Background: an optimization exercise with open tools, aiming at small area and a short achievable clock period. Do not read the settings as production practice. Only simulation tests tie the RTL to the original design; equivalence was not proved.

==> 04-28: inputs <==
## enigma_ir_top
module enigma_ir_top (
  input  logic        clk_100_passthrough,
  input  logic        rst_n,
  input  logic        ir_line,
  input  logic        rotor_load,
  input  logic [14:0] rotor_start,
  input  logic [9:0]  rd_addr,
  output logic        cipher_valid,
  output logic [4:0]  cipher_letter,
  output logic        err_valid,
  output logic [1:0]  err_code,
  output logic [10:0] letter_count,
  output logic [4:0]  rd_data
);
clock: 27.0 ns
lec_check: 0
cap_margin: 20
core_margin: 2
core_utilization: 40
slew_margin: 20
synth_memory_max_bits: 8192
tns_end_percent: 20
standard.sh (not shown) runs the stock make flow with config.mk's settings and CLKGATE_MAP_FILE= SYNTH_SCRIPT=/design/flow/synth_recipe.tcl, a recipe that flattens the netlist after the stock synthesis.
==> flow/flow/run.sh <==
#!/bin/bash
# The standard layout (the standard.sh: ORFS with the standard synthesis
# and the design's SDC unchanged), with two changes to how it is built:
# - repair_timing keeps improving the slowest paths until they have
#   SETUP_SLACK_MARGIN of slack at the design's clock period;
# - clock tree synthesis clusters the flip-flops into groups of up to 10
#   within 50 um, each driven by a clkbuf_8, under a clkbuf_16 tree.
# make's own output goes to standard_finish.log; each ORFS step logs to
# orfs/logs/.
set -euo pipefail
MARGIN=18.6
CTS="-sink_clustering_enable -repair_clock_nets"
CTS="$CTS -sink_clustering_buffer sky130_fd_sc_hd__clkbuf_8"
CTS="$CTS -sink_clustering_size 10 -sink_clustering_max_diameter 50"
CTS="$CTS -tree_buf sky130_fd_sc_hd__clkbuf_16 -root_buf sky130_fd_sc_hd__clkbuf_16"
bash standard.sh SETUP_SLACK_MARGIN=$MARGIN "CTS_ARGS=$CTS" finish > standard_finish.log 2>&1
test -f out/final.def
==> inputs of 10-26, as changes to 04-28 <==
--- a/flow/flow/run.sh
+++ b/flow/flow/run.sh
@@ -9,5 +9,5 @@
 # orfs/logs/.
 set -euo pipefail
-MARGIN=18.6
+MARGIN=19.3
 CTS="-sink_clustering_enable -repair_clock_nets"
 CTS="$CTS -sink_clustering_buffer sky130_fd_sc_hd__clkbuf_8"
--- a/flow/config.mk
+++ b/flow/config.mk
@@ -11,3 +11,2 @@
 export SLEW_MARGIN = 20
 export SYNTH_MEMORY_MAX_BITS = 8192
-export TNS_END_PERCENT = 20
==> inputs of 03-21, as changes to 04-28 <==
--- a/flow/flow/run.sh
+++ b/flow/flow/run.sh
@@ -9,5 +9,5 @@
 # orfs/logs/.
 set -euo pipefail
-MARGIN=18.6
+MARGIN=19
 CTS="-sink_clustering_enable -repair_clock_nets"
 CTS="$CTS -sink_clustering_buffer sky130_fd_sc_hd__clkbuf_8"
--- a/flow/config.mk
+++ b/flow/config.mk
@@ -11,3 +11,2 @@
 export SLEW_MARGIN = 20
 export SYNTH_MEMORY_MAX_BITS = 8192
-export TNS_END_PERCENT = 20
==> comparison <==
10-26 finished with timing, DRC and antenna clean. 03-21 completed without violations. 04-28 finished with timing, DRC and antenna clean.
Final cell count, lowest first: 04-28, 03-21, 10-26.
Synthesized area is the same in 03-21 and 04-28.
Against 03-21, the global-route usage of 04-28 is lower by 0.86 points.
Worst setup slack: 10-26 > 03-21 > 04-28.
Wire length, highest first: 10-26, 03-21, 04-28.
The lowest clock-buffer cell count belongs to 10-26, the highest to 03-21.
In flip-flop and latch count, 10-26 and 04-28 do not differ.


==> inputs of 06-10 <==
Starting RTL as in the previous note.
==> flow/design.v (excerpt) <==
module enigma_ir_top (
  input  logic        clk_100_passthrough,
  input  logic        rst_n,
  input  logic        ir_line,
  input  logic        rotor_load,
  input  logic [14:0] rotor_start,
  input  logic [9:0]  rd_addr,
  output logic        cipher_valid,
  output logic [4:0]  cipher_letter,
  output logic        err_valid,
  output logic [1:0]  err_code,
  output logic [10:0] letter_count,
  output logic [4:0]  rd_data
);
  logic        pulse_edge;
  logic        pulse_level;
  logic        pw_ge40;
  logic        pw_gt100;
  logic        pw_ge120;
  logic        idle_ge320;
  logic        letter_valid;
  logic [4:0]  letter;
  ir_pulse_timer u_timer (
    .clk_100_passthrough (clk_100_passthrough),
    .rst_n               (rst_n),
    .ir_line             (ir_line),
    .pulse_edge          (pulse_edge),
    .pulse_level         (pulse_level),
    .pw_ge40             (pw_ge40),
    .pw_gt100            (pw_gt100),
    .pw_ge120            (pw_ge120),
  ...
Settings: LEC_CHECK=0, CAP_MARGIN=20, CORE_MARGIN=2, CORE_UTILIZATION=40, SLEW_MARGIN=20, SYNTH_MEMORY_MAX_BITS=8192; clock period 27.0 ns.
==> flow/flow/run.sh <==
#!/bin/bash
# The standard layout (the standard.sh: ORFS with the standard synthesis),
# with the design's SDC unchanged. Only the repair steps aim further: the
# setup margin makes repair_timing keep improving the slowest paths until
# they have this much slack at the design's clock period.
set -euo pipefail
MARGIN=19
bash standard.sh SETUP_SLACK_MARGIN=$MARGIN finish > standard_finish.log 2>&1
test -f out/final.def
==> 08-02 (differences from 06-10) <==
==> flow/flow/run.sh (replaced) <==
#!/bin/bash
# The standard layout (the standard.sh: ORFS with the standard synthesis
# and the design's SDC unchanged), with two changes to how it is built:
# - repair_timing keeps improving the slowest paths until they have
#   SETUP_SLACK_MARGIN of slack at the design's clock period;
# - clock tree synthesis clusters the flip-flops into groups of up to 10
#   within 50 um, each driven by a clkbuf_8, under a clkbuf_16 tree.
# make's own output goes to standard_finish.log; each ORFS step logs to
# orfs/logs/.
set -euo pipefail
MARGIN=18.6
CTS="-sink_clustering_enable -repair_clock_nets"
CTS="$CTS -sink_clustering_buffer sky130_fd_sc_hd__clkbuf_8"
CTS="$CTS -sink_clustering_size 10 -sink_clustering_max_diameter 50"
CTS="$CTS -tree_buf sky130_fd_sc_hd__clkbuf_16 -root_buf sky130_fd_sc_hd__clkbuf_16"
bash standard.sh SETUP_SLACK_MARGIN=$MARGIN "CTS_ARGS=$CTS" finish > standard_finish.log 2>&1
test -f out/final.def
==> 05-18 (differences from 06-10) <==
==> flow/run.sh (new file) <==
#!/bin/bash
# synth_recipe.tcl (not shown) runs the flow's synth.tcl, then flattens the netlist and writes it again
# the make line also repeats each setting of config.mk as NAME=value (left out here)
make -C /OpenROAD-flow-scripts/flow DESIGN_CONFIG=/design/flow/config.mk WORK_HOME=/design/flow/orfs CLKGATE_MAP_FILE= SYNTH_SCRIPT=/design/flow/synth_recipe.tcl finish
removed: flow/flow/run.sh
removed: flow/standard.sh
==> 12-14 (differences from 06-10) <==
==> flow/flow/run.sh (replaced) <==
#!/bin/bash
# The standard layout (the standard.sh: ORFS with the standard synthesis
# and the design's SDC unchanged), except that repair_timing keeps
# improving the slowest paths until they have SETUP_SLACK_MARGIN of slack at
# the design's clock period. make's own output goes to
# standard_finish.log; each ORFS step logs to orfs/logs/.
set -euo pipefail
MARGIN=18.6
bash standard.sh SETUP_SLACK_MARGIN=$MARGIN finish > standard_finish.log 2>&1
test -f out/final.def
==> impl_results.md <==
- Status: complete, no violations
- Finished Layout Cells: around 6500
- Req. time, crit path: between 20 and 30 ns
- Number of non-clock buffers: 252
- RePlAce Congestion: 1.11
- Initial DRC Count: 10141
- Fin util: 46.2%
- Initial antenna violation count: 22
- Vias in the first global route: 40952
- Fillcell total: 12752
- Reg area: 40200 sq um
[end of results for 05-18]
==> impl_results.md <==
- RePlAce Congestion: between 1 and 1.5
- Status: complete, no violations
- Number of non-clock buffers: 297
- Reg area: 40200 sq um
- Finished Layout Cells: 6515
- Req. time, crit path: 27.67 ns
- Fillcell total: 13012
- Post-synth top area cell: edfxtp_1
[end of results for 08-02]
==> impl_results.md <==
- Number of non-clock buffers: about 430
- Req. time, crit path: between 20 and 30 ns
- Fin util: around half
- Reg area: between 40000 and 50000 sq um
- Status: complete, no violations
- RePlAce Congestion: between 1 and 1.5
- Vias in the first global route: 41958
- Finished Layout Cells: between 6000 and 7000
[end of results for 06-10]
==> impl_results.md <==
- Fillcell total: 12796
- RePlAce Congestion: between 1 and 1.5
- Number of non-clock buffers: 296
- Vias in the first global route: 41437
- Fin util: 47.1%
- Req. time, crit path: 27.69 ns
- Finished Layout Cells: 6526
- Reg area: 40200 sq um
- Status: complete, no violations
- Initial DRC Count: 9366
[end of results for 12-14]

==> re-timing with driven ports <==
How much do the figures lean on ideal ports? The routed layouts below were timed once more, with nothing changed but the port constraints. Step 1 (the two cells are an assumption about what drives the block):
set clk [get_ports {clk_100_passthrough}]
set_driving_cell -lib_cell sky130_fd_sc_hd__clkbuf_16 $clk
set_driving_cell -lib_cell sky130_fd_sc_hd__buf_2 [delete_from_list [all_inputs] $clk]
Step 2 adds t to the input delays and takes it off the output delays; t is the mean of the earliest and latest rising clock arrival at the registers after step 1. Input paths then give back, and output paths get back, about the clock's delay inside the block. a / b / c = ideal ports / drivers / drivers and shift; a / b = the first two.
run | t, ns | setup slack, ns | clock arrival spread, ns
04-28 | 0.870 | 18.299 / 18.364 / 17.494 | 0.071 / 0.072
10-26 | 0.877 | 18.769 / 18.758 / 17.881 | 0.046 / 0.045
03-21 | 0.883 | 18.590 / 18.657 / 17.773 | 0.057 / 0.057
06-10 | 0.886 | 18.658 / 18.718 / 17.832 | 0.053 / 0.052
08-02 | 0.871 | 18.416 / 18.471 / 17.601 | 0.054 / 0.053
05-18 | 0.884 | 15.907 / 15.907 / 15.907 | 0.081 / 0.080
12-14 | 0.894 | 18.353 / 18.392 / 17.498 | 0.070 / 0.070
After both steps every run listed still meets setup and hold. The setup slack of 10-26, which loses most, moves by -0.011 ns with the drivers and by -0.888 ns with both steps.
